What follows belongs to an exercise in optimizing a design on an open flow for small area, a short achievable clock period and few clock cycles per item; a production flow would make more cautious choices. Only simulation tests tie the RTL to the original design; equivalence was not proved. No activity file was given, so power comes from the tool's default toggle rates.

### flow/constraint.sdc
create_clock -name core_clock -period 6.0 [get_ports {clk}]
set_input_delay 1.2000 -clock core_clock [delete_from_list [all_inputs] [get_ports {clk}]]
set_output_delay 1.2000 -clock core_clock [all_outputs]
set_load 0.01 [all_outputs]
### flow/run.sh
#!/bin/bash
# synth_recipe.tcl (not shown) runs the flow's synth.tcl, then flattens the netlist and writes it again
# the make line also repeats each setting of config.mk as NAME=value (left out here)
make -C /OpenROAD-flow-scripts/flow DESIGN_CONFIG=/design/flow/config.mk WORK_HOME=/design/flow/orfs CLKGATE_MAP_FILE= SYNTH_SCRIPT=/design/flow/synth_recipe.tcl finish
### flow/design.v
package sqb_pkg;
  localparam int TEXTURE_SLOTS    = 32;
  localparam int VERTEX_CAPACITY  = 262144;
  localparam int INDICES_PER_QUAD = 6;
  localparam int SLOT_W           = 6;
  localparam int IDX_W            = $clog2(TEXTURE_SLOTS);
  localparam int ICOUNT_W         = 19;
  localparam int CUT_INDEX        = (VERTEX_CAPACITY / 4) * INDICES_PER_QUAD;
  localparam int CMP_STEP         = 4;
  localparam int N_CMP            = (TEXTURE_SLOTS + CMP_STEP - 1) / CMP_STEP;
  localparam logic MODE_END = 1'b1;
endpackage
import sqb_pkg::*;
module sqb_cell
(
  input  logic [31:0] entry,
  input  logic [31:0] query,
  input  logic        en,
  output logic        match
);
  assign match = en && (entry == query);
endmodule
import sqb_pkg::*;
module sqb_tex_table
(
  input  logic              clk,
  input  logic              rst,
  input  logic [31:0]       tex,        
  input  logic              in_valid,
  input  logic              accept,     
  input  logic              is_end,     
  input  logic              cap,        
  output logic              done,       
  output logic [SLOT_W-1:0] slot,       
  output logic              full_cut    
);
  logic [31:0]        ring [TEXTURE_SLOTS];
  logic [4:0]         rot;
  logic [5:0]         cnt;              
  logic               pend_v;
  logic [31:0]        pend;             
  logic [1:0]         lk_n;             
  logic               acc_hit;
  logic [4:0]         acc_addr;
  logic [N_CMP-1:0]   m;
  logic [4:0]         addr_k [N_CMP];
  logic               m_p;
  logic               hit_now;
  logic [4:0]         addr_now;
  for (genvar k = 0; k < N_CMP; k++) begin : g_cmp
    assign addr_k[k] = 5'(CMP_STEP * k) + rot;
    sqb_cell u_cell (
      .entry (ring[CMP_STEP * k]),
      .query (tex),
      .en    ({1'b0, addr_k[k]} < cnt),
      .match (m[k])
    );
  end
  assign m_p = pend_v && (pend == tex);
  always_comb begin
    addr_now = m_p ? cnt[4:0] : 5'd0;
    for (int k = 0; k < N_CMP; k++) begin
      addr_now = addr_now | (m[k] ? addr_k[k] : 5'd0);
    end
  end
  assign hit_now = (|m) || m_p;
  logic [4:0]         wpos;             
  logic [TEXTURE_SLOTS-1:0] wr;
  logic               drain;
  assign wpos = cnt[4:0] - rot - 5'd1;
  always_comb begin
    wr = '0;
    for (int p = 0; p < TEXTURE_SLOTS; p += CMP_STEP) begin
      wr[p] = pend_v && (wpos == 5'(p));
    end
  end
  assign drain = |wr;
  for (genvar p = 0; p < TEXTURE_SLOTS; p++) begin : g_ring
    always_ff @(posedge clk) begin
      if (wr[p]) begin
        ring[p] <= pend;
      end else begin
        ring[p] <= ring[(p + 1) % TEXTURE_SLOTS];
      end
    end
  end
  logic [5:0]         total;
  logic               tex_zero;
  logic               f_hit;
  logic [4:0]         f_addr;
  logic               miss;
  logic               full;
  assign total    = cnt + {5'd0, pend_v};
  assign full     = (total == 6'(TEXTURE_SLOTS));
  assign tex_zero = (tex == 32'd0);
  assign done     = ((cnt == 6'd0) && !pend_v) || (lk_n == 2'(CMP_STEP - 1));
  assign f_hit    = (acc_hit || hit_now) && !cap;
  assign f_addr   = hit_now ? addr_now : acc_addr;
  assign miss     = !tex_zero && !f_hit;
  assign full_cut = !cap && miss && full;
  always_comb begin
    if (tex_zero) begin
      slot = '0;
    end else if (f_hit) begin
      slot = {1'b0, f_addr} + 6'd1;
    end else if (cap || full) begin
      slot = 6'd1;
    end else begin
      slot = total + 6'd1;
    end
  end
  always_ff @(posedge clk) begin
    if (!pend_v || drain) begin
      pend <= tex;
    end
    if (rst) begin
      rot      <= '0;
      cnt      <= '0;
      pend_v   <= 1'b0;
      lk_n     <= '0;
      acc_hit  <= 1'b0;
      acc_addr <= '0;
    end else begin
      rot <= rot + 5'd1;
      if (accept || !in_valid) begin
        lk_n    <= '0;
        acc_hit <= 1'b0;
      end else begin
        if (lk_n != 2'(CMP_STEP - 1)) begin
          lk_n <= lk_n + 2'd1;
        end
        if (hit_now) begin
          acc_hit  <= 1'b1;
          acc_addr <= addr_now;
        end
      end
      if (accept && (is_end || cap || full_cut)) begin
        cnt    <= '0;
        pend_v <= !is_end && miss;
      end else begin
        cnt    <= cnt + {5'd0, drain};
        pend_v <= (pend_v && !drain) || (accept && miss);
      end
    end
  end
endmodule
import sqb_pkg::*;
module sprite_quad_batcher
(
  input  logic                clk,
  input  logic                rst,
  input  logic                in_valid,
  output logic                in_stall,
  input  logic                mode,
  input  logic signed [31:0]  pos_x,
  input  logic signed [31:0]  pos_y,
  input  logic signed [31:0]  pos_z,
  input  logic signed [31:0]  quad_width,
  input  logic signed [31:0]  quad_height,
  input  logic [31:0]         rgba_color,
  input  logic [31:0]         uv_corner0,
  input  logic [31:0]         uv_corner1,
  input  logic [31:0]         uv_corner2,
  input  logic [31:0]         uv_corner3,
  input  logic [31:0]         texture_name,
  output logic                out_valid,
  input  logic                out_stall,
  output logic signed [31:0]  vert_x,
  output logic signed [31:0]  vert_y,
  output logic signed [31:0]  vert_z,
  output logic [31:0]         vert_color,
  output logic [15:0]         vert_u,
  output logic [15:0]         vert_v,
  output logic [sqb_pkg::SLOT_W-1:0]   tex_slot,
  output logic                batch_cut,
  output logic [sqb_pkg::ICOUNT_W-1:0] batch_index_count,
  output logic                end_marker,
  output logic                last_of_item
);
  logic [ICOUNT_W-1:0] index_count;
  logic                r_valid;
  logic [1:0]          vtx;
  logic signed [31:0]  o_x;             
  logic signed [31:0]  o_y;             
  logic signed [31:0]  o_z;
  logic [31:0]         o_color;
  logic [31:0]         o_uv;
  logic [SLOT_W-1:0]   o_slot;
  logic                o_cut;
  logic [ICOUNT_W-1:0] o_count;
  logic                o_end;
  logic                o_last;
  logic signed [31:0]  x1;
  logic signed [31:0]  y_alt;           
  logic [31:0]         uv1;
  logic [31:0]         uv2;
  logic [31:0]         uv3;
  logic                is_end;
  logic                cap_cut;
  logic                lk_done;
  logic [SLOT_W-1:0]   tab_slot;
  logic                tab_cut;
  logic                cut_now;
  logic                accept;
  logic                out_take;
  function automatic logic signed [31:0] sat_add(input logic signed [31:0] a,
                                                 input logic signed [31:0] b);
    logic [31:0] p0;
    logic [31:0] g;
    logic [31:0] p;
    logic [31:0] s;
    p0 = a ^ b;
    g  = a & b;
    p  = p0;
    for (int d = 1; d < 32; d = d * 2) begin
      for (int i = 31; i >= d; i--) begin
        g[i] = g[i] | (p[i] & g[i - d]);
        p[i] = p[i] & p[i - d];
      end
    end
    s = p0 ^ {g[30:0], 1'b0};
    if ((a[31] == b[31]) && (s[31] != a[31])) begin
      sat_add = a[31] ? 32'sh8000_0000 : 32'sh7FFF_FFFF;
    end else begin
      sat_add = s;
    end
  endfunction
  assign is_end    = (mode == MODE_END);
  assign cap_cut   = !is_end && index_count[18] && index_count[17];    
  assign cut_now   = cap_cut || tab_cut;
  assign in_stall  = !(lk_done && (!r_valid || (o_last && !out_stall)));
  assign accept    = in_valid && !in_stall && !rst;
  assign out_valid = r_valid;
  assign out_take  = r_valid && !out_stall;
  sqb_tex_table u_table (
    .clk      (clk),
    .rst      (rst),
    .tex      (texture_name),
    .in_valid (in_valid),
    .accept   (accept),
    .is_end   (is_end),
    .cap      (cap_cut),
    .done     (lk_done),
    .slot     (tab_slot),
    .full_cut (tab_cut)
  );
  always_ff @(posedge clk) begin
    if (rst) begin
      r_valid     <= 1'b0;
      index_count <= '0;
      vtx         <= '0;
    end else begin
      if (accept) begin
        r_valid <= 1'b1;
        vtx     <= '0;
        if (is_end) begin
          index_count <= '0;
        end else begin
          index_count <= (cut_now ? '0 : index_count) + ICOUNT_W'(INDICES_PER_QUAD);
        end
      end else if (out_take) begin
        vtx <= vtx + 2'd1;
        if (o_last) begin
          r_valid <= 1'b0;
        end
      end
    end
  end
  always_ff @(posedge clk) begin
    if (accept) begin
      o_x     <= is_end ? '0 : pos_x;
      o_y     <= is_end ? '0 : pos_y;
      o_z     <= is_end ? '0 : pos_z;
      o_color <= is_end ? '0 : rgba_color;
      o_uv    <= is_end ? '0 : uv_corner0;
      o_slot  <= is_end ? '0 : tab_slot;
      o_cut   <= !is_end && cut_now;
      o_count <= (is_end || cut_now) ? index_count : '0;
      o_end   <= is_end;
      o_last  <= is_end;
      x1      <= sat_add(pos_x, quad_width);
      y_alt   <= sat_add(pos_y, quad_height);
      uv1     <= uv_corner1;
      uv2     <= uv_corner2;
      uv3     <= uv_corner3;
    end else if (out_take) begin
      o_uv    <= uv1;
      uv1     <= uv2;
      uv2     <= uv3;
      o_cut   <= 1'b0;
      o_count <= '0;
      o_last  <= (vtx == 2'd2);
      if (!vtx[0]) begin
        o_y   <= y_alt;
        y_alt <= o_y;
      end
      if (vtx == 2'd1) begin
        o_x   <= x1;
      end
    end
  end
  assign vert_x            = o_x;
  assign vert_y            = o_y;
  assign vert_z            = o_z;
  assign vert_color        = o_color;
  assign vert_u            = o_uv[31:16];
  assign vert_v            = o_uv[15:0];
  assign tex_slot          = o_slot;
  assign batch_cut         = o_cut;
  assign batch_index_count = o_count;
  assign end_marker        = o_end;
  assign last_of_item      = o_last;
endmodule
### flow/config.mk
export PLATFORM = sky130hd
export DESIGN_NAME = sprite_quad_batcher
export DESIGN_NICKNAME = sprite_quad_batcher
export VERILOG_FILES = /design/flow/design.v
export SDC_FILE = /design/flow/constraint.sdc
export NUM_CORES = 4
export LEC_CHECK = 0
export ABC_CLOCK_PERIOD_IN_PS = 3000
export CAP_MARGIN = 20
export CORE_MARGIN = 2
export CORE_UTILIZATION = 40
export SETUP_SLACK_MARGIN = 3.0
export SLEW_MARGIN = 20
==> results.py, run 1 <==
metrics = {
    "logic_synthesis": {
        "synth_top_family_by_area": "simple AND/OR/NAND/NOR gates",
        "synth_cell_types": 80,
        "synth_compound_area_frac": 0.0469,
        "ys_warn_count": 6,
        "avgSynthCellArea_um2": 12.7,
        "netlist_top_cells_area": "dfxtp_1 44%, edfxtp_1 24%, mux2_2 6.0%",
        "synthMuxAreaShare": 0.0611,
        "ys.flop_type": "dfxtp_1",
        "synthAdderAreaFrac": 0.0256,
        "syn_inst": 3778,
        "synth_nets": 4231,
        "syn_area_um2": 48100,
        "async_flop_share": 0,
        "synthSimpleGateAreaFrac": 0.101,
        "yosysTopAreaCell": "dfxtp_1",
        "netlist.area_leader.share": 0.443,
        "yosys.area_share.xor_xnor": 0.0646,
        "synth_edf_count": 379,
        "ys_seq_area_frac": 0.679,
        "synth-seq-cells": 1444,
    },
    "clock_network": {
        "cts_made_buffers": 145,
        "cts_buffer_depth": 3,
        "clock_sinks": 1444,
        "insertion_delay_ns": 0.79,
        "htreeDepth": 4,
        "cts_hold_buf": 0,
        "clkTransAtPathRegs_ns": 0.06,
        "cts_root_buf": "clkbuf_16",
        "tritoncts": "built",
    },
    "final_layout": {
        "design_area_um2": 64900,
        "layout_commonest_cell": "dfxtp_1",
        "final_core_util": 0.542,
        "nets": 5000,
        "mostFrequentLayoutCells": "1053 x dfxtp_1, 467 x nand2_1, 421 x clkdlybuf4s50_1",
        "area_growth_pct": 34.8,
        "drive_gt1_frac": 0.246,
    },
    "worst_setup_path": {
        "crit_fanout": 6,
        "worstReg2RegStart": "u_table.cnt[0]$_SDFF_PP0_",
        "reg2reg_to": "o_slot[2]$_SDFFCE_PP0P_",
        "max_stage_delay_ns": 0.43,
        "rrSetupSlack_ns": 2.41,
        "cp.required_ns": 6.48,
        "endpoint_kind": "flip-flop",
        "cp_slowest_cell": "or3_4",
        "startpoint_type": "flip-flop",
        "reg2regPathDepth": 14,
        "crit_arrival_ns": 4.07,
        "cp_cell_sequence": "ha_4 > fa_2 > o21ba_4 > o21bai_4 > a21oi_2 > o211ai_1 > nand4_4 > or3_4 > a22oi_2 > nand2_2 > ha_4 > or3_4 > nand3_2 > a21boi_1",
        "path_class": "reg -> reg",
    },
    "timing": {
        "setup_tns_ns": 0,
        "hold_viol": 0,
        "max_freq_mhz": 279,
        "setup_viol": 0,
        "post-route-min-period_ns": 3.59,
        "finalMaxSlewViolations": 0,
        "rsz0062_at_grt": "true",
        "final.period_utilization": 0.598,
        "worst_pin_slew_ns": 1.11,
        "final.setup_skew_ns": 0.0607,
        "layout_setup_ws_ns": 2.41,
        "slew_headroom": 0.259,
    },
    "die": {
        "io_pins": 547,
        "fp.dieW_um": 351,
        "num_rows": 127,
        "fp.dieArea_um2": 123000,
        "core-area_um2": 120000,
        "die_h_um": 351,
        "start_util": 0.402,
    },
    "placement": {
        "io_buffers": 545,
        "routabilityCongestion": 0.894,
        "dp_slack_ns": 0.511,
        "place_area_um2": 55500,
        "dp_hpwl_um": 95000,
    },
    "routing": {
        "drt-initial-drc-count": 2528,
        "dr.pass1.iters": 6,
        "wl_per_cell_um": 23.3,
        "wl_met2_um": 68100,
        "top_layer_used": "met5",
        "route.met3.wl_um": 9160,
        "wl_um": 146000,
        "drc": 0,
        "ant_nets": 0,
        "via_per_inst": 5.00,
        "vias": 31493,
        "drt-met1-wl_um": 64300,
    },
    "status": {
        "outcome": "no timing/DRC/antenna violations",
    },
    "min_path": {
        "worstHoldPathCells": 0,
        "hold_class": "reg -> reg",
        "hold-path-endpoint": "u_table.ring[1][30]$_DFF_P_",
        "min-delay-start": "u_table.ring[2][30]$_DFF_P_",
    },
    "pwr": {
        "p_per_area_nw_per_um2": 335,
        "power_leakage_nw": 25.6,
        "ir_drop_uv": 296,
    },
    "global_routing": {
        "grt_overflow": 0,
        "grt_max_degree": 85,
        "grt_pass1_vias": 30161,
        "antenna_found_initial": 31,
        "grt_usage": 0.226,
        "grt_pass1_wl_um": 205000,
    },
    "flow_run": {
        "cap_violations": 0,
    },
}
==> cell usage after synthesis (all sizes together), types with 23 or more instances <==
master / count
dfxtp: 1065
nand2: 479
edfxtp: 379
mux2: 256
xnor2: 240
nand3: 137
xor2: 115
nor2: 113
a21oi: 106
clkbuf: 100
o21ai: 94
ha: 93
nor2b: 74
buf: 73
nand4: 72
inv: 55
nor4: 51
a21o: 30
nor3: 29
and2: 23
==> worst max-delay path, delay by kind of cell, from the launching register on <==
| family | cells | cell delay, ns |
|---|---|---|
| flip-flops | 1 | 0.36 |
| adder cells (fa/ha/maj) | 3 | 0.69 |
| AO/OA/AOI/OAI | 6 | 1.07 |
| AND/OR/NAND/NOR | 5 | 1.19 |
==> registers in the layout, summed over array words and instances (netlist names), 32 cells and up <==
name and cells:
y_alt 32, uv3 32, o_z 32, u_table.ring 1024
uv2 32, o_x 32, x1 32, o_y 32
o_uv 32, uv1 32, o_color 32, u_table.pend 32
==> layout make-up <==
cell class	instances	area, µm²
clock buffers	204	4140
repair inverters	2	32.5
repair buffers	787	7990
diodes	19	47.5
clock inverters	59	758
multi-input cells	2112	16900
flip-flops and latches	1444	32700
fillers	9928	54800
well taps	1612	2020
inverters	55	235
==> metal layers <==
| layer | track usage | vias up |
|---|---|---|
| li1 | - | 14603 |
| met1 | 0.308 | 15552 |
| met2 | 0.358 | 1061 |
| met3 | 0.0477 | 265 |
| met4 | 0.0773 | 12 |
| met5 | 0 | - |
==> where the power goes <==
part	switching (mW)	internal [mW]	total (mW)
Clock	3.92	5.24	9.16
Sequential	0.143	10.3	10.5
Combinational	1.12	0.982	2.10
==> kinds of logic after synthesis <==
kind of cell,count (synthesis)
AOI/OAI and AO/OA,354
xor gates and xnor gates,355
adders and majority gates,97
buffers and inverters,228
DFF,1444
muxes,262
other,1
and+or+nand+nor,1037
==> how the worst max path moves through the flow <==
| stage | start | end | depth (start not counted) |
|---|---|---|---|
| 5_1_grt | u_table.rot[0]$_SDFF_PP0_ | o_count[13]$_SDFFCE_PN0P_ | 15 |
| 4_1_cts | u_table.rot[0]$_SDFF_PP0_ | o_slot[4]$_SDFFCE_PP0P_ | 14 |
| 3_3_place_gp | texture_name[25] | o_slot[4]$_SDFFCE_PP0P_ | 12 |
| 3_5_place_dp | texture_name[25] | o_slot[4]$_SDFFCE_PP0P_ | 12 |
| 2_1_floorplan | pos_y[1] | y_alt[13]$_DFFE_PP_ | 12 |
| 6_report | u_table.cnt[0]$_SDFF_PP0_ | o_slot[2]$_SDFFCE_PP0P_ | 14 |
==> stage by stage <==
stage / total power [mW] / hold slack [ns] / cells
floorplan: 11.6 / 0.310 / 3778
global placement: 12.4 / 0.310 / 5811
detailed placement: 12.4 / 0.312 / 5811
CTS: 21.8 / 0.295 / 6223
global route: 22.5 / 0.300 / 6289
finish: 21.7 / 0.284 / 6294
==> what timing repair did <==
action,in CTS,in global routing
setup buffers,129,45
cloned,20,7
gates resized for setup,659,221
endpoints found under the setup margin,753,722
pin swaps,139,126
Testbench counts, summed over its fixed seeds: cycles 47,560, items 12,000.
==> run 2: changes to the inputs <==
--- a/flow/config.mk
+++ b/flow/config.mk
@@ -7,3 +7,3 @@
 export LEC_CHECK = 0
-export ABC_CLOCK_PERIOD_IN_PS = 3000
+export ABC_CLOCK_PERIOD_IN_PS = 2600
 export CAP_MARGIN = 20
@@ -11,3 +11,3 @@
 export CORE_UTILIZATION = 40
-export SETUP_SLACK_MARGIN = 3.0
+export SETUP_SLACK_MARGIN = 3.4
 export SLEW_MARGIN = 20
==> results.py, run 2 <==
metrics = {
    "status": {
        "outcome": "no timing/DRC/antenna violations",
    },
    "logic_synthesis": {
        "avgSynthCellArea_um2": 12.7,
        "synthAdderAreaFrac": 0.0256,
        "synth_common_cells": "1065 x dfxtp_1, 479 x nand2_1, 379 x edfxtp_1",
        "yosysTopAreaCell": "dfxtp_1",
        "synth.most_common_cell": "dfxtp_1",
        "synth_edf_count": 379,
        "synth-seq-cells": 1444,
        "synthSimpleGateAreaFrac": 0.101,
        "netlist.area_leader.share": 0.443,
        "synth_compound_area_frac": 0.0469,
        "synthMuxAreaShare": 0.0611,
        "synth_top_family_by_area": "simple AND/OR/NAND/NOR gates",
        "synth_nets": 4231,
        "syn_inst": 3778,
        "ys_warn_count": 6,
        "netlist_top_cells_area": "dfxtp_1 44%, edfxtp_1 24%, mux2_2 6.0%",
        "ys.flop_type": "dfxtp_1",
        "async_flop_share": 0,
        "ys_seq_area_frac": 0.679,
        "syn_area_um2": 48100,
        "yosys.area_share.xor_xnor": 0.0646,
        "synth_cell_types": 80,
    },
    "final_layout": {
        "nets": 5152,
        "largest_reg_flops": 1024,
        "layout_commonest_cell": "dfxtp_1",
        "instances_no_fill": 6453,
        "drive_gt1_frac": 0.335,
        "final_core_util": 0.570,
        "top_register": "u_table.ring",
        "area_growth_pct": 41.7,
        "mostFrequentLayoutCells": "1052 x dfxtp_1, 379 x edfxtp_1, 366 x nand2_1",
    },
    "routing": {
        "via_per_inst": 5.14,
        "dr.pass1.iters": 5,
        "vias": 33194,
        "wl_um": 164000,
        "wl_per_cell_um": 25.4,
        "ant_nets": 0,
        "drt-initial-drc-count": 2925,
        "drc": 0,
    },
    "clock_network": {
        "tritoncts": "built",
        "clkTransAtPathRegs_ns": 0.06,
        "insertion_delay_ns": 0.76,
        "cts_hold_buf": 0,
        "clock_sinks": 1444,
        "cts_root_buf": "clkbuf_16",
        "cts_buffer_depth": 3,
        "cts_made_buffers": 147,
        "htreeDepth": 4,
    },
    "placement": {
        "routabilityCongestion": 0.881,
        "dp_slack_ns": 0.438,
        "place_inst": 5816,
        "dp_hpwl_um": 96000,
        "io_buffers": 545,
    },
    "worst_setup_path": {
        "path_class": "reg -> reg",
        "startpoint_type": "flip-flop",
        "cp.required_ns": 6.47,
        "cp_cell_sequence": "ha_4 > fa_2 > o21ba_4 > o21bai_4 > a21oi_2 > o211ai_1 > nand4_4 > or3_4 > a22oi_2 > nand2_2 > ha_4 > or3_1 > nand3_2 > a21boi_1",
        "endpoint_kind": "flip-flop",
        "cp_slowest_cell": "or3_4",
        "crit_fanout": 6,
        "crit_top_cell": "ha_4",
        "reg2regPathDepth": 14,
        "max_stage_delay_ns": 0.45,
        "crit_arrival_ns": 4.19,
    },
    "die": {
        "fp.dieArea_um2": 123000,
        "core-area_um2": 120000,
        "num_rows": 127,
        "start_util": 0.402,
        "io_pins": 547,
        "die_h_um": 351,
        "fp.dieW_um": 351,
    },
    "timing": {
        "setup_viol": 0,
        "slew_headroom": 0.211,
        "finalMaxSlewViolations": 0,
        "max_freq_mhz": 269,
        "final.period_utilization": 0.620,
        "rsz0062_at_grt": "true",
        "layout_setup_ws_ns": 2.28,
        "final.setup_skew_ns": 0.0460,
        "worst_pin_slew_ns": 1.18,
        "hold_viol": 0,
        "post-route-min-period_ns": 3.72,
        "setup_tns_ns": 0,
    },
    "global_routing": {
        "grt_overflow": 0,
        "antenna_found_initial": 38,
        "grt_max_degree": 73,
        "grt_pass1_vias": 30473,
        "grt_usage": 0.237,
        "grt_pass1_wl_um": 213000,
    },
    "pwr": {
        "ir_drop_uv": 300,
        "power_leakage_nw": 27.2,
        "p_total_mw": 22.2,
        "p_per_area_nw_per_um2": 325,
    },
    "min_path": {
        "hold_class": "reg -> reg",
        "worstHoldPathCells": 0,
    },
    "flow_run": {
        "cap_violations": 0,
    },
}
[run 2: cell count changes in the layout (fill, tap and decap cells not counted), moves of 28 or more]
cell,previous run,this run
clkdlybuf4s50_1,421,250
buf_12,21,56
clkbuf_16,158,186
nand2_4,6,39
buf_2,23,165
nand2_1,467,366
mux2_4,0,55
nand2_2,3,70
mux2_2,256,201
[run 2: final timing paths]
path,startpoint,end,slack (ns)
setup / recovery,u_table.cnt[0]$_SDFF_PP0_,o_slot[2]$_SDFFCE_PP0P_,2.28
hold / removal,u_table.ring[2][23]$_DFF_P_,u_table.ring[1][23]$_DFF_P_,0.30
setup reg to reg,u_table.cnt[0]$_SDFF_PP0_,o_slot[2]$_SDFFCE_PP0P_,2.28
hold reg to reg,u_table.ring[2][23]$_DFF_P_,u_table.ring[1][23]$_DFF_P_,0.30
[run 2: logic make-up (layout without fill, tap and decap cells)]
group                    count (synthesis)  in the layout
multiplexers                           262            262
AO/OA/AOI/OAI                          354            356
flip-flops                            1444           1444
buffers and inverters                  228           1255
other                                    1             27
adder cells (fa/ha/maj)                 97             97
AND/OR/NAND/NOR                       1037           1045
XOR/XNOR                               355            355
[run 2: cell type report]
cell class                 count  area, µm²
antenna                       26       65.1
clock buffer                 201       4150
clock inverter                64        788
fill                        9565      51400
inverter                      55        243
multi-input combinational   2116      18100
sequential                  1444      32700
tap                         1612       2020
timing repair buffer         922       9810
timing repair inverter        13        320
[run 2: worst max-delay path: cells and delay by family (launching register included)]
kind | cells | cell delay (ns)
simple gates | 5 | 1.23
compound gates | 6 | 1.13
flops | 1 | 0.36
fa+ha+maj | 3 | 0.71
[run 2: metrics by stage]
stage               hold WS (ns)  instance area (µm²)
floorplan                  0.310                48700
global placement           0.310                55600
detailed placement         0.312                55600
CTS                        0.301                64200
global route               0.317                68200
finish                     0.300                68200
[run 2: power by group]
group          switching [mW]  internal [mW]  leakage, nW
logic                    1.30           1.12         12.6
clock network            3.92           5.37         2.41
registers               0.152           10.3         12.2
[run 2: per-layer routing]
layer	global-route usage	up-vias	share of wire
met2	0.366	1336	0.45
li1	-	14903	-
met3	0.0522	368	0.077
met4	0.0830	12	0.039
met1	0.328	16575	0.43
met5	0	-	0.00049
[run 2: timing repair]
item | in CTS | in global routing
endpoints found under the setup margin | 1075 | 791
pin swaps | 137 | 250
setup buffers | 142 | 98
cloned | 38 | 68
gates resized for setup | 1418 | 560
==> run 3: changes to the inputs <==
--- a/flow/design.v
+++ b/flow/design.v
@@ -8,4 +8,5 @@
   localparam int CUT_INDEX        = (VERTEX_CAPACITY / 4) * INDICES_PER_QUAD;
-  localparam int CMP_STEP         = 4;
+  localparam int CMP_STEP         = 3;
   localparam int N_CMP            = (TEXTURE_SLOTS + CMP_STEP - 1) / CMP_STEP;
+  localparam int WR_STEP          = 4;
   localparam logic MODE_END = 1'b1;
@@ -33,2 +34,3 @@
   output logic              done,       
+  output logic              done_next,  
   output logic [SLOT_W-1:0] slot,       
@@ -39,2 +41,6 @@
   logic [5:0]         cnt;              
+  logic [5:0]         total;            
+  logic [5:0]         new_slot;         
+  logic               full;             
+  logic               empty;            
   logic               pend_v;
@@ -43,10 +49,12 @@
   logic               acc_hit;
-  logic [4:0]         acc_addr;
+  logic [SLOT_W-1:0]  acc_slot;
   logic [N_CMP-1:0]   m;
-  logic [4:0]         addr_k [N_CMP];
+  logic [SLOT_W-1:0]  slot_k [N_CMP];
   logic               m_p;
   logic               hit_now;
-  logic [4:0]         addr_now;
+  logic [SLOT_W-1:0]  slot_now;
   for (genvar k = 0; k < N_CMP; k++) begin : g_cmp
-    assign addr_k[k] = 5'(CMP_STEP * k) + rot;
+    logic [4:0] addr;
+    assign addr      = 5'(CMP_STEP * k) + rot;
+    assign slot_k[k] = {1'b0, addr} + 6'd1;
     sqb_cell u_cell (
@@ -54,3 +62,3 @@
       .query (tex),
-      .en    ({1'b0, addr_k[k]} < cnt),
+      .en    ({1'b0, addr} < cnt),
       .match (m[k])
@@ -60,5 +68,5 @@
   always_comb begin
-    addr_now = m_p ? cnt[4:0] : 5'd0;
+    slot_now = m_p ? total : '0;      
     for (int k = 0; k < N_CMP; k++) begin
-      addr_now = addr_now | (m[k] ? addr_k[k] : 5'd0);
+      slot_now = slot_now | (m[k] ? slot_k[k] : '0);
     end
@@ -72,3 +80,3 @@
     wr = '0;
-    for (int p = 0; p < TEXTURE_SLOTS; p += CMP_STEP) begin
+    for (int p = 0; p < TEXTURE_SLOTS; p += WR_STEP) begin
       wr[p] = pend_v && (wpos == 5'(p));
@@ -86,16 +94,14 @@
   end
-  logic [5:0]         total;
   logic               tex_zero;
   logic               f_hit;
-  logic [4:0]         f_addr;
   logic               miss;
-  logic               full;
-  assign total    = cnt + {5'd0, pend_v};
-  assign full     = (total == 6'(TEXTURE_SLOTS));
+  logic               clear;
+  logic [5:0]         total_nx;
+  logic [1:0]         lk_nx;
   assign tex_zero = (tex == 32'd0);
-  assign done     = ((cnt == 6'd0) && !pend_v) || (lk_n == 2'(CMP_STEP - 1));
-  assign f_hit    = (acc_hit || hit_now) && !cap;
-  assign f_addr   = hit_now ? addr_now : acc_addr;
+  assign done     = empty || (lk_n == 2'(CMP_STEP));
+  assign f_hit    = acc_hit && !cap;
   assign miss     = !tex_zero && !f_hit;
   assign full_cut = !cap && miss && full;
+  assign clear    = accept && (is_end || cap || full_cut);
   always_comb begin
@@ -104,3 +110,3 @@
     end else if (f_hit) begin
-      slot = {1'b0, f_addr} + 6'd1;
+      slot = acc_slot;
     end else if (cap || full) begin
@@ -108,5 +114,20 @@
     end else begin
-      slot = total + 6'd1;
+      slot = new_slot;
     end
   end
+  always_comb begin
+    if (clear) begin
+      total_nx = {5'd0, !is_end && miss};
+    end else begin
+      total_nx = total + {5'd0, accept && miss};
+    end
+    if (accept || !in_valid) begin
+      lk_nx = '0;
+    end else if (lk_n != 2'(CMP_STEP)) begin
+      lk_nx = lk_n + 2'd1;
+    end else begin
+      lk_nx = lk_n;
+    end
+  end
+  assign done_next = (total_nx == 6'd0) || (lk_nx == 2'(CMP_STEP));
   always_ff @(posedge clk) begin
@@ -118,2 +139,6 @@
       cnt      <= '0;
+      total    <= '0;
+      new_slot <= 6'd1;
+      full     <= 1'b0;
+      empty    <= 1'b1;
       pend_v   <= 1'b0;
@@ -121,18 +146,17 @@
       acc_hit  <= 1'b0;
-      acc_addr <= '0;
+      acc_slot <= '0;
     end else begin
-      rot <= rot + 5'd1;
+      rot      <= rot + 5'd1;
+      lk_n     <= lk_nx;
+      total    <= total_nx;
+      new_slot <= total_nx + 6'd1;
+      full     <= (total_nx == 6'(TEXTURE_SLOTS));
+      empty    <= (total_nx == 6'd0);
       if (accept || !in_valid) begin
-        lk_n    <= '0;
         acc_hit <= 1'b0;
-      end else begin
-        if (lk_n != 2'(CMP_STEP - 1)) begin
-          lk_n <= lk_n + 2'd1;
-        end
-        if (hit_now) begin
-          acc_hit  <= 1'b1;
-          acc_addr <= addr_now;
-        end
+      end else if (hit_now) begin
+        acc_hit  <= 1'b1;
+        acc_slot <= slot_now;
       end
-      if (accept && (is_end || cap || full_cut)) begin
+      if (clear) begin
         cnt    <= '0;
@@ -200,2 +224,7 @@
   logic                lk_done;
+  logic                lk_done_nx;
+  logic                ok_free;         
+  logic                ok_last;         
+  logic                r_valid_nx;
+  logic                o_last_nx;
   logic [SLOT_W-1:0]   tab_slot;
@@ -230,3 +259,3 @@
   assign cut_now   = cap_cut || tab_cut;
-  assign in_stall  = !(lk_done && (!r_valid || (o_last && !out_stall)));
+  assign in_stall  = !(ok_free || (ok_last && !out_stall));
   assign accept    = in_valid && !in_stall && !rst;
@@ -243,2 +272,3 @@
     .done     (lk_done),
+    .done_next(lk_done_nx),
     .slot     (tab_slot),
@@ -246,2 +276,13 @@
   );
+  always_comb begin
+    r_valid_nx = r_valid;
+    o_last_nx  = o_last;
+    if (accept) begin
+      r_valid_nx = 1'b1;
+      o_last_nx  = is_end;
+    end else if (out_take) begin
+      r_valid_nx = !o_last;
+      o_last_nx  = (vtx == 2'd2);
+    end
+  end
   always_ff @(posedge clk) begin
@@ -249,2 +290,4 @@
       r_valid     <= 1'b0;
+      ok_free     <= 1'b1;
+      ok_last     <= 1'b0;
       index_count <= '0;
@@ -252,4 +295,6 @@
     end else begin
+      r_valid <= r_valid_nx;
+      ok_free <= lk_done_nx && !r_valid_nx;
+      ok_last <= lk_done_nx && r_valid_nx && o_last_nx;
       if (accept) begin
-        r_valid <= 1'b1;
         vtx     <= '0;
@@ -262,5 +307,2 @@
         vtx <= vtx + 2'd1;
-        if (o_last) begin
-          r_valid <= 1'b0;
-        end
       end
@@ -269,2 +311,3 @@
   always_ff @(posedge clk) begin
+    o_last <= o_last_nx;
     if (accept) begin
@@ -279,3 +322,2 @@
       o_end   <= is_end;
-      o_last  <= is_end;
       x1      <= sat_add(pos_x, quad_width);
@@ -291,3 +333,2 @@
       o_count <= '0;
-      o_last  <= (vtx == 2'd2);
       if (!vtx[0]) begin
--- a/flow/config.mk
+++ b/flow/config.mk
@@ -7,3 +7,2 @@
 export LEC_CHECK = 0
-export ABC_CLOCK_PERIOD_IN_PS = 2600
 export CAP_MARGIN = 20
@@ -11,3 +10,3 @@
 export CORE_UTILIZATION = 40
-export SETUP_SLACK_MARGIN = 3.4
+export SETUP_SLACK_MARGIN = 3.0
 export SLEW_MARGIN = 20
==> results.py, run 3 <==
metrics = {
    "flow_run": {
        "cap_violations": 0,
    },
    "pwr": {
        "p_per_area_nw_per_um2": 337,
        "ir_drop_uv": 283,
        "p_total_mw": 22.7,
        "power_leakage_nw": 26.5,
    },
    "worst_setup_path": {
        "cp_slowest_cell": "a2111oi_4",
        "critical_path.top_delay_family": "compound AO/OA/AOI/OAI gates",
        "reg2regPathDepth": 14,
        "startpoint_type": "primary input",
        "cp_cell_sequence": "clkdlybuf4s15_2 > buf_6 > xor2_1 > nor4_2 > nand4_1 > a2111oi_4 > o311ai_4 > buf_4 > nand3_1 > o21ai_0 > o21a_1 > a31o_2 > a21oi_2",
        "max_stage_delay_ns": 0.50,
        "crit_fanout": 13,
        "crit_buf_inv": 3,
        "path_class": "in -> reg",
        "reg2reg_to": "u_table.acc_slot[2]$_SDFFE_PP0P_",
        "crit_arrival_ns": 4.29,
        "rrSetupSlack_ns": 2.53,
        "cp.required_ns": 6.71,
        "worstReg2RegStart": "u_table.rot[1]$_SDFF_PP0_",
        "endpoint_kind": "flip-flop",
    },
    "final_layout": {
        "layout_commonest_cell": "dfxtp_1",
        "nets": 5311,
        "area_growth_pct": 33.4,
        "design_area_um2": 67400,
        "top_register": "u_table.ring",
        "drive_gt1_frac": 0.232,
        "final_core_util": 0.537,
        "mostFrequentLayoutCells": "1077 x dfxtp_1, 479 x nand2_1, 393 x clkdlybuf4s50_1",
        "largest_reg_flops": 1024,
    },
    "clock_network": {
        "htreeDepth": 4,
        "cts_root_buf": "clkbuf_16",
        "cts_made_buffers": 149,
        "cts_buffer_depth": 3,
        "clock_sinks": 1460,
        "insertion_delay_ns": 0.81,
        "tritoncts": "built",
        "cts_hold_buf": 0,
        "clkTransAtPathRegs_ns": 0.07,
    },
    "logic_synthesis": {
        "ys_seq_area_frac": 0.653,
        "synth_common_cells": "1082 x dfxtp_1, 493 x nand2_1, 378 x edfxtp_1",
        "ys_warn_count": 6,
        "synth_edf_count": 378,
        "synth_nets": 4569,
        "syn_area_um2": 50500,
        "async_flop_share": 0,
        "netlist_top_cells_area": "dfxtp_1 43%, edfxtp_1 22%, mux2_2 5.8%",
        "netlist.area_leader.share": 0.429,
        "synth_cell_types": 76,
        "synth.most_common_cell": "dfxtp_1",
        "synth-seq-cells": 1460,
        "yosysTopAreaCell": "dfxtp_1",
        "ys.flop_type": "dfxtp_1",
        "syn_inst": 4083,
        "avgSynthCellArea_um2": 12.4,
    },
    "timing": {
        "setup_viol": 0,
        "max_freq_mhz": 279,
        "final.setup_skew_ns": 0.0598,
        "post-route-min-period_ns": 3.58,
        "worst_pin_slew_ns": 1.05,
        "final.period_utilization": 0.597,
        "slew_headroom": 0.302,
        "rsz0062_at_grt": "true",
        "setup_tns_ns": 0,
        "finalMaxSlewViolations": 0,
        "hold_viol": 0,
        "layout_setup_ws_ns": 2.42,
    },
    "status": {
        "outcome": "no timing/DRC/antenna violations",
    },
    "global_routing": {
        "grt_usage": 0.254,
        "grt_pass1_vias": 32902,
        "grt_max_degree": 160,
        "grt_overflow": 0,
        "antenna_found_initial": 33,
        "grt_pass1_wl_um": 238000,
    },
    "routing": {
        "via_per_inst": 5.08,
        "wl_per_cell_um": 25.4,
        "drc": 0,
        "wl_um": 168000,
        "dr.pass1.iters": 8,
        "drt-initial-drc-count": 2832,
        "vias": 33629,
        "ant_nets": 0,
    },
    "placement": {
        "io_buffers": 545,
        "place_area_um2": 58500,
        "dp_slack_ns": 0.936,
        "routabilityCongestion": 0.945,
        "dp_hpwl_um": 116000,
    },
    "die": {
        "fp.dieArea_um2": 129000,
        "start_util": 0.403,
        "num_rows": 130,
        "die_h_um": 359,
        "io_pins": 547,
        "fp.dieW_um": 359,
        "core-area_um2": 125000,
    },
    "min_path": {
        "hold_class": "reg -> reg",
        "hold-path-endpoint": "u_table.ring[18][25]$_DFF_P_",
        "worstHoldPathCells": 0,
        "min-delay-start": "u_table.ring[19][25]$_DFF_P_",
    },
}
[run 3: cell types whose count changed in the layout (fill, tap and decap cells not counted), sizes merged, moves of 13 or more]
cell / delta
xor2: +101
dfxtp: +17
nand3: -79
o21ai: +114
a21oi: +13
and3: +15
clkdlybuf4s15: -29
ha: +32
clkbuf: -47
clkdlybuf4s50: +143
xnor2: +38
dlygate4sd2: +49
buf: -233
[run 3: layout make-up]
class / instances / area [µm²]
clock buffers: 217 / 4400
repair inverters: 1 / 8.76
fillers: 10557 / 58000
well taps: 1650 / 2060
clock inverters: 63 / 708
diodes: 18 / 45.0
flip-flops and latches: 1460 / 33000
multi-input cells: 2353 / 19100
inverters: 73 / 328
repair buffers: 787 / 7710
[run 3: timing repair]
action                     in CTS  in global routing
setup buffers                 116                 50
pin swaps                     128                 99
cloned                         19                  4
setup endpoints to repair     931                471
gates resized for setup       618                153
[run 3: kinds of logic after synthesis]
kind of cell,synth area share
buffers and inverters,0.0242
multiplexers,0.0581
other,0.0000742
XOR/XNOR,0.0856
AND/OR/NAND/NOR,0.0896
flip-flops,0.653
AO/OA/AOI/OAI,0.0562
adder cells (fa/ha/maj),0.0327
[run 3: report_power, final]
part	internal [mW]	leakage [nW]	switching (mW)
clock	5.42	2.51	4.00
sequential	10.6	12.3	0.208
combinational	1.09	11.7	1.41
[run 3: stage by stage]
| step | hold slack, ns | std cells |
|---|---|---|
| detailed placement | 0.312 | 6135 |
| global placement | 0.310 | 6134 |
| finish | 0.272 | 6622 |
| CTS | 0.300 | 6550 |
| global route | 0.283 | 6617 |
| floorplan | 0.310 | 4083 |
[run 3: worst max-delay path by stage]
stage | startpoint | end | slack [ns] | depth (start not counted)
floorplan | texture_name[15] | index_count[17]$_SDFFE_PP0P_ | 2.17 | 17
global placement | texture_name[0] | index_count[17]$_SDFFE_PP0P_ | 0.94 | 15
detailed placement | pos_y[12] | y_alt[25]$_DFFE_PP_ | 0.94 | 13
CTS | quad_height[12] | y_alt[10]$_DFFE_PP_ | 2.55 | 14
global route | u_table.rot[1]$_SDFF_PP0_ | u_table.acc_slot[4]$_SDFFE_PP0P_ | 2.42 | 14
finish | texture_name[16] | u_table.acc_slot[2]$_SDFFE_PP0P_ | 2.42 | 13
[run 3: routing by layer]
| layer | routed length (µm) | track usage | share of wire |
|---|---|---|---|
| met2 | 78200 | 0.411 | 0.47 |
| met3 | 11000 | 0.0540 | 0.066 |
| met1 | 70800 | 0.325 | 0.42 |
| met4 | 7860 | 0.117 | 0.047 |
| met5 | 55 | 0 | 0.00033 |
Testbench counts of run 3, summed over its fixed seeds: cycles 47,560, items 12,000.
==> run 4: changes to the inputs <==
==> flow/flow/run.sh (new file) <==
#!/bin/bash
# The standard layout (the standard.sh: ORFS synthesis through finish),
# with two changes to how the resizer works:
#  - port buffers are sky130_fd_sc_hd__buf_2 instead of the cell buffer_ports
#    picks by default (a clkdlybuf4s50 delay cell);
#  - gate sizing may swap cells of other footprints (MATCH_CELL_FOOTPRINT=0).
# Every port still gets its buffer. The make output goes to flow_make.log.
set -euo pipefail
bash standard.sh \
  "BUFFER_PORTS_ARGS=-buffer_cell sky130_fd_sc_hd__buf_2" \
  MATCH_CELL_FOOTPRINT=0 \
  finish > flow_make.log 2>&1
==> flow/standard.sh (new file) <==
#!/bin/bash
# synth_recipe.tcl (not shown) runs the flow's synth.tcl, then flattens the netlist and writes it again
# the make line also repeats each setting of config.mk as NAME=value (left out here)
make -C /OpenROAD-flow-scripts/flow DESIGN_CONFIG=/design/flow/config.mk WORK_HOME=/design/flow/orfs CLKGATE_MAP_FILE= SYNTH_SCRIPT=/design/flow/synth_recipe.tcl "${@:-finish}"
removed: flow/run.sh
==> results.py, run 4 <==
metrics = {
    "die": {
        "fp.dieArea_um2": 129000,
        "die_h_um": 359,
        "start_util": 0.403,
        "num_rows": 130,
        "core-area_um2": 125000,
        "io_pins": 547,
        "fp.dieW_um": 359,
    },
    "global_routing": {
        "grt_max_degree": 116,
        "grt_pass1_wl_um": 232000,
        "grt_overflow": 0,
        "grt_usage": 0.247,
        "grt_pass1_vias": 32709,
        "antenna_found_initial": 37,
    },
    "logic_synthesis": {
        "synth_cell_types": 76,
        "avgSynthCellArea_um2": 12.4,
        "ys_warn_count": 6,
        "netlist.area_leader.share": 0.429,
        "synth_nets": 4569,
        "synth_edf_count": 378,
        "synth_common_cells": "1082 x dfxtp_1, 493 x nand2_1, 378 x edfxtp_1",
        "ys.flop_type": "dfxtp_1",
        "yosysTopAreaCell": "dfxtp_1",
        "syn_inst": 4083,
        "async_flop_share": 0,
        "synth.most_common_cell": "dfxtp_1",
        "ys_seq_area_frac": 0.653,
        "syn_area_um2": 50500,
        "synth-seq-cells": 1460,
        "netlist_top_cells_area": "dfxtp_1 43%, edfxtp_1 22%, mux2_2 5.8%",
    },
    "final_layout": {
        "nets": 5244,
        "layout_commonest_cell": "dfxtp_1",
        "mostFrequentLayoutCells": "1076 x dfxtp_1, 506 x buf_2, 481 x nand2_1",
        "top_register": "u_table.ring",
        "instances_no_fill": 6559,
        "final_core_util": 0.512,
        "largest_reg_flops": 1024,
        "design_area_um2": 64100,
        "drive_gt1_frac": 0.313,
        "area_growth_pct": 27.0,
    },
    "min_path": {
        "hold_class": "reg -> reg",
    },
    "status": {
        "outcome": "no timing/DRC/antenna violations",
    },
    "worst_setup_path": {
        "cp_cell_sequence": "clkinvlp_4 > ha_4 > nor2b_4 > xnor2_2 > ha_4 > a311oi_4 > nand4_1 > nor4b_4 > buf_6 > a31oi_4 > nand4b_1 > buf_6 > o311ai_4 > buf_4 > o211a_1",
        "cp.required_ns": 6.69,
        "endpoint_kind": "flip-flop",
        "startpoint_type": "flip-flop",
        "crit_fanout": 5,
        "cp_slowest_cell": "dfxtp_4",
        "crit_arrival_ns": 4.07,
        "max_stage_delay_ns": 0.37,
        "path_class": "reg -> reg",
    },
    "timing": {
        "final.setup_skew_ns": 0.0544,
        "rsz0062_at_grt": "true",
        "setup_viol": 0,
        "post-route-min-period_ns": 3.38,
        "max_freq_mhz": 296,
        "slew_headroom": 0.216,
        "setup_tns_ns": 0,
        "hold_viol": 0,
        "finalMaxSlewViolations": 0,
        "worst_pin_slew_ns": 1.17,
        "final.period_utilization": 0.563,
    },
    "clock_network": {
        "cts_made_buffers": 148,
        "clock_sinks": 1460,
        "cts_root_buf": "clkbuf_16",
        "cts_buffer_depth": 3,
        "clkTransAtPathRegs_ns": 0.06,
        "htreeDepth": 4,
        "insertion_delay_ns": 0.81,
        "tritoncts": "built",
    },
    "placement": {
        "routabilityCongestion": 0.997,
        "place_inst": 6099,
        "place_area_um2": 55500,
        "io_buffers": 545,
        "dp_hpwl_um": 114000,
    },
    "routing": {
        "ant_nets": 0,
        "wl_per_cell_um": 25.2,
        "dr.pass1.iters": 6,
        "vias": 33679,
        "drc": 0,
        "via_per_inst": 5.13,
        "drt-initial-drc-count": 3239,
        "wl_um": 165000,
    },
    "flow_run": {
        "cap_violations": 0,
    },
    "pwr": {
        "ir_drop_uv": 322,
        "p_total_mw": 22.7,
        "p_per_area_nw_per_um2": 354,
        "power_leakage_nw": 26.0,
    },
}
run 4: cell families after synthesis:
logic type      Yosys count  share of synthesized area
xor+xnor                494                     0.0856
buf+inv                 285                     0.0242
compound gates          476                     0.0562
simple gates            976                     0.0896
other cells               1                  0.0000742
fa+ha+maj               130                     0.0327
flops                  1460                      0.653
mux                     261                     0.0581
run 4: through the flow:
step / hold slack [ns] / setup slack, ns
final: 0.298 / 2.62
after global routing: 0.312 / 2.53
after CTS: 0.297 / 2.68
after detailed placement: 0.312 / 1.19
after global placement: 0.310 / 0.807
after floorplan: 0.310 / 2.20
run 4: routing by layer:
| metal | GRT usage | wire, µm |
|---|---|---|
| met1 | 0.331 | 70600 |
| met4 | 0.0977 | 6480 |
| met2 | 0.385 | 74900 |
| met5 | 0 | 110 |
| met3 | 0.0608 | 12800 |
run 4: repair_timing:
item	CTS	global route
pin swaps	77	76
buffers inserted	101	41
cloned	11	6
gates resized for setup	296	150
hold buffers	0	0
endpoints found under the setup margin	679	368
run 4: critical path: cells and delay by family (launching register included):
family	cells	cell delay [ns]
and+or+nand+nor	4	0.84
AOI/OAI and AO/OA	4	0.75
adders and majority gates	2	0.48
xor gates and xnor gates	1	0.14
buffers and inverters	4	0.67
DFF	1	0.37
run 4: final cells by class:
class,instances,area [µm²]
fillers,10900,61300
flip-flops and latches,1460,33000
multi-input cells,2348,18600
repair buffers,727,4800
clock buffers,216,4320
well taps,1650,2060
clock inverters,59,897
inverters,73,352
diodes,26,65.1
run 4: power breakdown:
part	switching (mW)	internal (mW)	leakage, nW
sequential	0.211	10.6	12.3
clock	4.07	5.61	2.53
combinational	1.38	0.878	11.2
run 4: worst paths after layout:
path,startpoint,end,slack (ns),depth (start not counted)
worst max-delay path,u_table.rot[0]$_SDFF_PP0_,u_table.acc_slot[5]$_SDFFE_PP0P_,2.62,15
worst min-delay path,u_table.ring[10][0]$_DFF_P_,u_table.ring[9][0]$_DFF_P_,0.30,0
worst max register to register,u_table.rot[0]$_SDFF_PP0_,u_table.acc_slot[5]$_SDFFE_PP0P_,2.62,15
worst min register to register,u_table.ring[10][0]$_DFF_P_,u_table.ring[9][0]$_DFF_P_,0.30,0
==> run 5: changes to the inputs <==
--- a/flow/design.v
+++ b/flow/design.v
@@ -51,10 +51,13 @@
   logic [N_CMP-1:0]   m;
-  logic [SLOT_W-1:0]  slot_k [N_CMP];
+  logic [N_CMP-1:0]   m_r;
   logic               m_p;
-  logic               hit_now;
-  logic [SLOT_W-1:0]  slot_now;
+  logic               mp_r;
+  logic               cmp_v;            
+  logic [SLOT_W-1:0]  slot_k [N_CMP];   
+  logic               hit_r;
+  logic [SLOT_W-1:0]  slot_r;
   for (genvar k = 0; k < N_CMP; k++) begin : g_cmp
     logic [4:0] addr;
-    assign addr      = 5'(CMP_STEP * k) + rot;
-    assign slot_k[k] = {1'b0, addr} + 6'd1;
+    assign addr = 5'(CMP_STEP * k) + rot;
+    assign slot_k[k] = {addr == 5'd0, addr};
     sqb_cell u_cell (
@@ -68,8 +71,8 @@
   always_comb begin
-    slot_now = m_p ? total : '0;      
+    slot_r = mp_r ? total : '0;         
     for (int k = 0; k < N_CMP; k++) begin
-      slot_now = slot_now | (m[k] ? slot_k[k] : '0);
+      slot_r = slot_r | (m_r[k] ? slot_k[k] : '0);
     end
   end
-  assign hit_now = (|m) || m_p;
+  assign hit_r = cmp_v && ((|m_r) || mp_r);
   logic [4:0]         wpos;             
@@ -102,3 +105,3 @@
   assign done     = empty || (lk_n == 2'(CMP_STEP));
-  assign f_hit    = acc_hit && !cap;
+  assign f_hit    = (acc_hit || hit_r) && !cap;
   assign miss     = !tex_zero && !f_hit;
@@ -110,3 +113,3 @@
     end else if (f_hit) begin
-      slot = acc_slot;
+      slot = hit_r ? slot_r : acc_slot;
     end else if (cap || full) begin
@@ -136,2 +139,4 @@
     end
+    m_r  <= m;
+    mp_r <= m_p;
     if (rst) begin
@@ -147,3 +152,5 @@
       acc_slot <= '0;
+      cmp_v    <= 1'b0;
     end else begin
+      cmp_v    <= in_valid && !accept;
       rot      <= rot + 5'd1;
@@ -156,5 +163,5 @@
         acc_hit <= 1'b0;
-      end else if (hit_now) begin
+      end else if (hit_r) begin
         acc_hit  <= 1'b1;
-        acc_slot <= slot_now;
+        acc_slot <= slot_r;
       end
@@ -216,4 +223,8 @@
   logic                o_last;
-  logic signed [31:0]  x1;
+  logic signed [31:0]  x1;              
+  logic                x_ovf;
   logic signed [31:0]  y_alt;           
+  logic                y_ovf;           
+  logic [32:0]         x_sum;
+  logic [32:0]         y_sum;
   logic [31:0]         uv1;
@@ -234,4 +245,4 @@
   logic                out_take;
-  function automatic logic signed [31:0] sat_add(input logic signed [31:0] a,
-                                                 input logic signed [31:0] b);
+  function automatic logic [32:0] add_ovf(input logic [31:0] a,
+                                          input logic [31:0] b);
     logic [31:0] p0;
@@ -250,8 +261,9 @@
     s = p0 ^ {g[30:0], 1'b0};
-    if ((a[31] == b[31]) && (s[31] != a[31])) begin
-      sat_add = a[31] ? 32'sh8000_0000 : 32'sh7FFF_FFFF;
-    end else begin
-      sat_add = s;
-    end
+    add_ovf = {(a[31] == b[31]) && (s[31] != a[31]), s};
+  endfunction
+  function automatic logic [31:0] sat_val(input logic a_sign);
+    sat_val = a_sign ? 32'h8000_0000 : 32'h7FFF_FFFF;
   endfunction
+  assign x_sum     = add_ovf(pos_x, quad_width);
+  assign y_sum     = add_ovf(pos_y, quad_height);
   assign is_end    = (mode == MODE_END);
@@ -322,4 +334,6 @@
       o_end   <= is_end;
-      x1      <= sat_add(pos_x, quad_width);
-      y_alt   <= sat_add(pos_y, quad_height);
+      x1      <= x_sum[31:0];
+      x_ovf   <= x_sum[32];
+      y_alt   <= y_sum[31:0];
+      y_ovf   <= y_sum[32];
       uv1     <= uv_corner1;
@@ -334,7 +348,8 @@
       if (!vtx[0]) begin
-        o_y   <= y_alt;
+        o_y   <= y_ovf ? sat_val(o_y[31]) : y_alt;
         y_alt <= o_y;
+        y_ovf <= 1'b0;
       end
       if (vtx == 2'd1) begin
-        o_x   <= x1;
+        o_x   <= x_ovf ? sat_val(o_x[31]) : x1;
       end
==> flow/run.sh (new file) <==
#!/bin/bash
# synth_recipe.tcl (not shown) runs the flow's synth.tcl, then flattens the netlist and writes it again
# the make line also repeats each setting of config.mk as NAME=value (left out here)
make -C /OpenROAD-flow-scripts/flow DESIGN_CONFIG=/design/flow/config.mk WORK_HOME=/design/flow/orfs CLKGATE_MAP_FILE= SYNTH_SCRIPT=/design/flow/synth_recipe.tcl finish
removed: flow/flow/run.sh
removed: flow/standard.sh
==> results.py, run 5 <==
metrics = {
    "clock_network": {
        "clock_sinks": 1475,
        "htreeDepth": 4,
        "clkTransAtPathRegs_ns": 0.07,
        "cts_made_buffers": 152,
        "cts_buffer_depth": 3,
        "cts_hold_buf": 0,
        "tritoncts": "built",
        "cts_root_buf": "clkbuf_16",
        "insertion_delay_ns": 0.79,
    },
    "die": {
        "die_h_um": 360,
        "fp.dieW_um": 360,
        "num_rows": 130,
        "fp.dieArea_um2": 130000,
        "start_util": 0.403,
        "io_pins": 547,
        "core-area_um2": 126000,
    },
    "routing": {
        "wl_per_cell_um": 25.3,
        "via_per_inst": 5.10,
        "wl_um": 165000,
        "dr.pass1.iters": 6,
        "vias": 33275,
        "drc": 0,
        "ant_nets": 0,
        "drt-initial-drc-count": 3076,
    },
    "status": {
        "outcome": "no timing/DRC/antenna violations",
    },
    "timing": {
        "post-route-min-period_ns": 3.23,
        "max_freq_mhz": 309,
        "holdWs_ns": 0.291,
        "hold_viol": 0,
        "final.setup_skew_ns": 0.0589,
        "slew_headroom": 0.252,
        "finalMaxSlewViolations": 0,
        "setup_tns_ns": 0,
        "final.period_utilization": 0.539,
        "layout_setup_ws_ns": 2.77,
        "rsz0062_at_grt": "true",
        "worst_pin_slew_ns": 1.11,
        "setup_viol": 0,
    },
    "final_layout": {
        "largest_reg_flops": 1024,
        "top_register": "u_table.ring",
        "nets": 5202,
        "layout_commonest_cell": "dfxtp_1",
        "mostFrequentLayoutCells": "1092 x dfxtp_1, 399 x clkdlybuf4s50_1, 381 x xor2_1",
        "instances_no_fill": 6522,
        "final_core_util": 0.529,
        "area_growth_pct": 31.0,
        "drive_gt1_frac": 0.198,
        "design_area_um2": 66500,
    },
    "worst_setup_path": {
        "reg2regPathDepth": 11,
        "reg2reg_to": "o_slot[4]$_SDFFCE_PP0P_",
        "cp.required_ns": 6.69,
        "endpoint_kind": "flip-flop",
        "crit_fanout": 13,
        "worstReg2RegStart": "u_table.rot[3]$_SDFF_PP0_",
        "path_class": "in -> reg",
        "startpoint_type": "primary input",
        "crit_arrival_ns": 3.93,
        "rrSetupSlack_ns": 3.08,
    },
    "logic_synthesis": {
        "synth_nets": 4506,
        "yosysTopAreaCell": "dfxtp_1",
        "ys.flop_type": "dfxtp_1",
        "async_flop_share": 0,
        "syn_inst": 4021,
        "synth_cell_types": 81,
        "synth-seq-cells": 1475,
        "netlist.area_leader.share": 0.432,
        "netlist_top_cells_area": "dfxtp_1 43%, edfxtp_1 22%, xor2_1 6.6%",
        "synth_edf_count": 380,
        "synth_common_cells": "1095 x dfxtp_1, 384 x xor2_1, 382 x nand2_1",
        "syn_area_um2": 50700,
        "ys_seq_area_frac": 0.657,
        "ys_warn_count": 6,
        "avgSynthCellArea_um2": 12.6,
        "synth.most_common_cell": "dfxtp_1",
    },
    "global_routing": {
        "grt_usage": 0.247,
        "grt_pass1_wl_um": 231000,
        "grt_max_degree": 116,
        "grt_overflow": 0,
        "antenna_found_initial": 53,
        "grt_pass1_vias": 31381,
    },
    "placement": {
        "dp_hpwl_um": 115000,
        "routabilityCongestion": 0.936,
        "io_buffers": 545,
        "dp_slack_ns": 1.11,
        "place_area_um2": 58500,
        "place_inst": 6053,
    },
    "min_path": {
        "worstHoldPathCells": 0,
        "hold-path-endpoint": "u_table.ring[19][12]$_DFF_P_",
        "min-delay-start": "u_table.ring[20][12]$_DFF_P_",
        "hold_class": "reg -> reg",
    },
    "pwr": {
        "p_total_mw": 22.9,
        "p_per_area_nw_per_um2": 344,
        "power_leakage_nw": 26.9,
        "ir_drop_uv": 283,
    },
    "flow_run": {
        "cap_violations": 0,
    },
}
-- run 5: cell types whose count changed after synthesis, moves of 27 or more --
cell / delta
a21oi_1: +32
nor4_1: +41
nand4_1: -38
o21ai_0: -45
nand3b_1: +96
xor2_1: +168
buf_1: +27
xnor2_1: -194
nand2_1: -111
-- run 5: cells by family after synthesis --
group,share of synthesized area
other,0.0000739
and+or+nand+nor,0.0927
buffers and inverters,0.0207
DFF,0.657
xor gates and xnor gates,0.0808
AOI/OAI and AO/OA,0.0563
adders and majority gates,0.0322
muxes,0.0600
-- run 5: how the worst max path moves through the flow --
stage                     start                        endpoint  slack, ns  cells past startpoint
6_report       texture_name[27]          u_table.m_r[7]$_DFF_P_       2.77                      6
5_1_grt                pos_x[0]                x1[28]$_DFFE_PP_       2.90                     13
4_1_cts                in_valid  u_table.new_slot[2]$_SDFF_PP0_       2.91                     10
3_5_place_dp    texture_name[3]  u_table.new_slot[2]$_SDFF_PP0_       1.11                     12
3_3_place_gp    texture_name[3]  u_table.new_slot[2]$_SDFF_PP0_       1.09                     12
2_1_floorplan         out_stall  u_table.new_slot[2]$_SDFF_PP0_       2.60                     14
-- run 5: layout make-up --
type,count,area (µm²)
fill,10703,59300
sequential,1475,33300
multi-input combinational,2279,18000
timing repair buffer,751,7460
clock buffer,222,4490
tap,1650,2060
clock inverter,58,741
inverter,58,265
antenna,29,72.6
-- run 5: timing repair --
| action | in CTS | in global routing |
|---|---|---|
| pin swaps | 54 | 100 |
| endpoints found under the setup margin | 690 | 308 |
| cloned | 8 | 1 |
| gates resized for setup | 306 | 189 |
| buffers inserted | 86 | 65 |
-- run 5: routing by layer --
layer,share of wire,GRT usage
met5,0.00080,0
met4,0.034,0.0914
met3,0.074,0.0614
met2,0.45,0.381
met1,0.44,0.336
-- run 5: power by group --
part	internal, mW	switching, mW	total, mW
Clock	5.64	4.06	9.70
Sequential	10.7	0.218	10.9
Combinational	0.994	1.27	2.26
-- run 5: worst max-delay path, stage by stage --
cell           delay, ns
dlygate4sd2_1       0.48
buf_4               0.35
xor2_1              0.11
nor4_1              0.84
nand4_1             0.56
nor3_1              0.36
Testbench counts of run 5, summed over its fixed seeds: cycles 47,560, items 12,000.
==> run 6: changes to the inputs <==
==> flow/flow/run.sh (new file) <==
#!/bin/bash
# The standard layout (the standard.sh: ORFS synthesis through finish),
# with two changes to how the resizer works:
#  - port buffers are sky130_fd_sc_hd__buf_1 instead of the cell buffer_ports
#    picks by default (a clkdlybuf4s50 delay cell);
#  - gate sizing may swap cells of other footprints (MATCH_CELL_FOOTPRINT=0).
# Every port still gets its buffer. The make output goes to flow_make.log.
set -euo pipefail
bash standard.sh \
  "BUFFER_PORTS_ARGS=-buffer_cell sky130_fd_sc_hd__buf_1" \
  MATCH_CELL_FOOTPRINT=0 \
  finish > flow_make.log 2>&1
==> flow/standard.sh (new file) <==
#!/bin/bash
# synth_recipe.tcl (not shown) runs the flow's synth.tcl, then flattens the netlist and writes it again
# the make line also repeats each setting of config.mk as NAME=value (left out here)
make -C /OpenROAD-flow-scripts/flow DESIGN_CONFIG=/design/flow/config.mk WORK_HOME=/design/flow/orfs CLKGATE_MAP_FILE= SYNTH_SCRIPT=/design/flow/synth_recipe.tcl "${@:-finish}"
--- a/flow/config.mk
+++ b/flow/config.mk
@@ -10,2 +10,3 @@
 export CORE_UTILIZATION = 40
+export CTS_BUF_LIST = sky130_fd_sc_hd__clkbuf_8
 export SETUP_SLACK_MARGIN = 3.0
removed: flow/run.sh
==> results.py, run 6 <==
metrics = {
    "die": {
        "io_pins": 547,
        "core-area_um2": 126000,
        "fp.dieW_um": 360,
        "num_rows": 130,
        "die_h_um": 360,
        "start_util": 0.403,
        "fp.dieArea_um2": 130000,
    },
    "final_layout": {
        "mostFrequentLayoutCells": "1092 x dfxtp_1, 538 x buf_1, 381 x xor2_1",
        "final_core_util": 0.482,
        "largest_reg_flops": 1024,
        "design_area_um2": 60600,
        "nets": 5162,
        "nFillCells": 11369,
        "layout_commonest_cell": "dfxtp_1",
        "top_register": "u_table.ring",
        "drive_gt1_frac": 0.172,
        "area_growth_pct": 19.4,
    },
    "routing": {
        "wl_per_cell_um": 24.0,
        "vias": 32844,
        "drc": 0,
        "ant_nets": 0,
        "dr.pass1.iters": 5,
        "wl_um": 157000,
        "drt-initial-drc-count": 2890,
        "via_per_inst": 5.03,
    },
    "clock_network": {
        "cts_made_buffers": 222,
        "clock_sinks": 1475,
        "cts_root_buf": "clkbuf_8",
        "tritoncts": "built",
        "insertion_delay_ns": 0.94,
        "cts_buffer_depth": 3,
        "cts_hold_buf": 0,
        "clkTransAtPathRegs_ns": 0.06,
        "htreeDepth": 4,
    },
    "logic_synthesis": {
        "yosys.area_share.xor_xnor": 0.0808,
        "synth_cell_types": 81,
        "synth_edf_count": 380,
        "synth_common_cells": "1095 x dfxtp_1, 384 x xor2_1, 382 x nand2_1",
        "ys.flop_type": "dfxtp_1",
        "ys_warn_count": 6,
        "synth.most_common_cell": "dfxtp_1",
        "synth-seq-cells": 1475,
        "syn_inst": 4021,
        "synthSimpleGateAreaFrac": 0.0927,
        "avgSynthCellArea_um2": 12.6,
        "netlist_top_cells_area": "dfxtp_1 43%, edfxtp_1 22%, xor2_1 6.6%",
        "ys_seq_area_frac": 0.657,
        "yosysTopAreaCell": "dfxtp_1",
        "netlist.area_leader.share": 0.432,
        "synthMuxAreaShare": 0.0600,
        "synth_compound_area_frac": 0.0563,
        "synth_top_family_by_area": "simple AND/OR/NAND/NOR gates",
        "async_flop_share": 0,
        "syn_area_um2": 50700,
        "synth_nets": 4506,
        "synthAdderAreaFrac": 0.0322,
    },
    "pwr": {
        "power_leakage_nw": 24.4,
        "ir_drop_uv": 242,
        "p_per_area_nw_per_um2": 346,
        "p_total_mw": 21.0,
    },
    "timing": {
        "setup_viol": 0,
        "rsz0062_at_grt": "true",
        "post-route-min-period_ns": 3.09,
        "final.setup_skew_ns": 0.0502,
        "slew_headroom": 0.183,
        "finalMaxSlewViolations": 0,
        "worst_pin_slew_ns": 1.21,
        "final.period_utilization": 0.514,
        "hold_viol": 0,
        "max_freq_mhz": 324,
        "setup_tns_ns": 0,
    },
    "worst_setup_path": {
        "startpoint_type": "primary input",
        "rrSetupSlack_ns": 3.08,
        "worstReg2RegStart": "u_table.rot[0]$_SDFF_PP0_",
        "reg2reg_to": "u_table.ring[8][27]$_DFF_P_",
        "cp_cell_sequence": "buf_1 > buf_4 > xor2_1 > nor4_1 > nand4_1 > nor3_1",
        "reg2regPathDepth": 7,
        "crit_buf_inv": 2,
        "cp_slowest_cell": "nor4_1",
        "critical_path.top_delay_family": "simple AND/OR/NAND/NOR gates",
        "max_stage_delay_ns": 0.88,
        "critical_path_cell_count": 6,
        "cp.required_ns": 6.84,
        "crit_arrival_ns": 3.93,
        "path_class": "in -> reg",
        "critPathLaunch": "texture_name[30]",
        "crit_fanout": 13,
        "endpoint_kind": "flip-flop",
        "critPathCapture": "u_table.m_r[10]$_DFF_P_",
    },
    "global_routing": {
        "grt_pass1_wl_um": 222000,
        "grt_pass1_vias": 31611,
        "grt_usage": 0.235,
        "grt_max_degree": 117,
        "grt_overflow": 0,
        "antenna_found_initial": 29,
    },
    "placement": {
        "io_buffers": 545,
        "dp_hpwl_um": 111000,
        "place_area_um2": 55100,
        "routabilityCongestion": 0.937,
    },
    "min_path": {
        "worstHoldPathCells": 0,
        "hold_class": "reg -> reg",
        "min-delay-start": "u_table.ring[7][13]$_DFF_P_",
    },
    "status": {
        "outcome": "no timing/DRC/antenna violations",
    },
    "flow_run": {
        "cap_violations": 0,
    },
}
==> run 6: cell counts after synthesis <==
No cell type changed its count.
==> run 6: repair_timing <==
action,CTS,global route
gates cloned,4,2
setup buffers,24,19
endpoints found under the setup margin,342,231
pin swaps,8,17
gates resized for setup,53,42
==> run 6: logic make-up (layout without fill, tap and decap cells) <==
logic type                 count (synthesis)  after routing
and+or+nand+nor                          934            939
other                                      1             16
muxes                                    272            272
AOI/OAI and AO/OA                        469            470
xor gates and xnor gates                 468            468
buffers and inverters                    274           1110
DFF                                     1475           1475
adders and majority gates                128            128
==> run 6: report_power, final <==
group | switching, mW | leakage, nW | internal (mW)
clock | 3.98 | 2.65 | 4.26
sequential | 0.222 | 12.5 | 10.7
combinational | 1.19 | 9.32 | 0.633
total | 5.39 | 24.4 | 15.6
==> run 6: cell type report <==
| cell class | count | area [µm²] | area share |
|---|---|---|---|
| sequential | 1475 | 33300 | 0.550 |
| timing repair buffer | 642 | 2940 | 0.0486 |
| clock inverter | 142 | 843 | 0.0139 |
| antenna | 15 | 37.5 | 0.000620 |
| clock buffer | 268 | 3690 | 0.0609 |
| inverter | 58 | 253 | 0.00417 |
| multi-input combinational | 2278 | 17400 | 0.287 |
| tap | 1650 | 2060 | 0.0341 |
==> run 6: worst reg2reg max path: cells and delay by family (launching register included) <==
family,cells,cell delay [ns]
AND/OR/NAND/NOR,2,0.95
flip-flops,1,0.35
adder cells (fa/ha/maj),2,0.66
multiplexers,1,0.39
XOR/XNOR,1,0.34
buffers and inverters,1,0.09
==> run 6: through the flow <==
stage	hold WS, ns	cells	worst slack (ns)
after detailed placement	0.312	6054	1.33
final	0.276	6528	2.91
after floorplan	0.310	4021	2.64
after global routing	0.302	6521	2.90
after CTS	0.281	6492	3.02
after global placement	0.310	6054	1.38
==> run 6: metal layers <==
metal  GRT usage  routed length, µm  up-vias
met5           0                 93        -
met3      0.0589              11200      200
met1       0.327              71000    16279
met2       0.361              70500     1126
li1            -                  -    15225
met4      0.0671               3830       14
==> run 6: worst min-delay path by stage <==
stage	endpoint	slack [ns]
finish	u_table.ring[6][13]$_DFF_P_	0.28
global route	u_table.ring[6][13]$_DFF_P_	0.30
CTS	u_table.ring[6][13]$_DFF_P_	0.28
detailed placement	u_table.ring[21][31]$_DFF_P_	0.31
global placement	u_table.ring[1][1]$_DFF_P_	0.31
floorplan	u_table.ring[10][0]$_DFF_P_	0.31

[port drivers added, routing unchanged]
No port has a modelled driver above. Below, the same layouts with a new extraction and two added sets of constraints. Step 1, drivers: a clkbuf_16 drives clk and a buf_2 each remaining input, both assumed. Step 2 also shifts input and output timing later by t, the mid clock arrival at the registers, as if the neighbouring blocks saw the same clock. Three values: ideal, step 1, step 2; two values: the first two.
run | t (ns) | setup WS [ns] | worst setup path at the end | cell pins on the clock port's net
run 1 | 0.831 | 2.410 / 2.410 / 1.619 | input to register | 1
run 2 | 0.810 | 2.282 / 2.282 / 1.492 | input to register | 1
run 3 | 0.838 | 2.419 / 2.458 / 1.621 | input to register | 1
run 4 | 0.852 | 2.624 / 2.594 / 1.742 | input to register | 1
run 5 | 0.830 | 2.766 / 2.811 / 1.981 | input to register | 1
run 6 | 0.991 | 2.914 / 2.962 / 1.971 | input to register | 1
After both steps setup and hold are still met in every run listed. The setup slack of run 6, which loses most, moves by +0.048 ns with the drivers and by -0.943 ns with both steps.
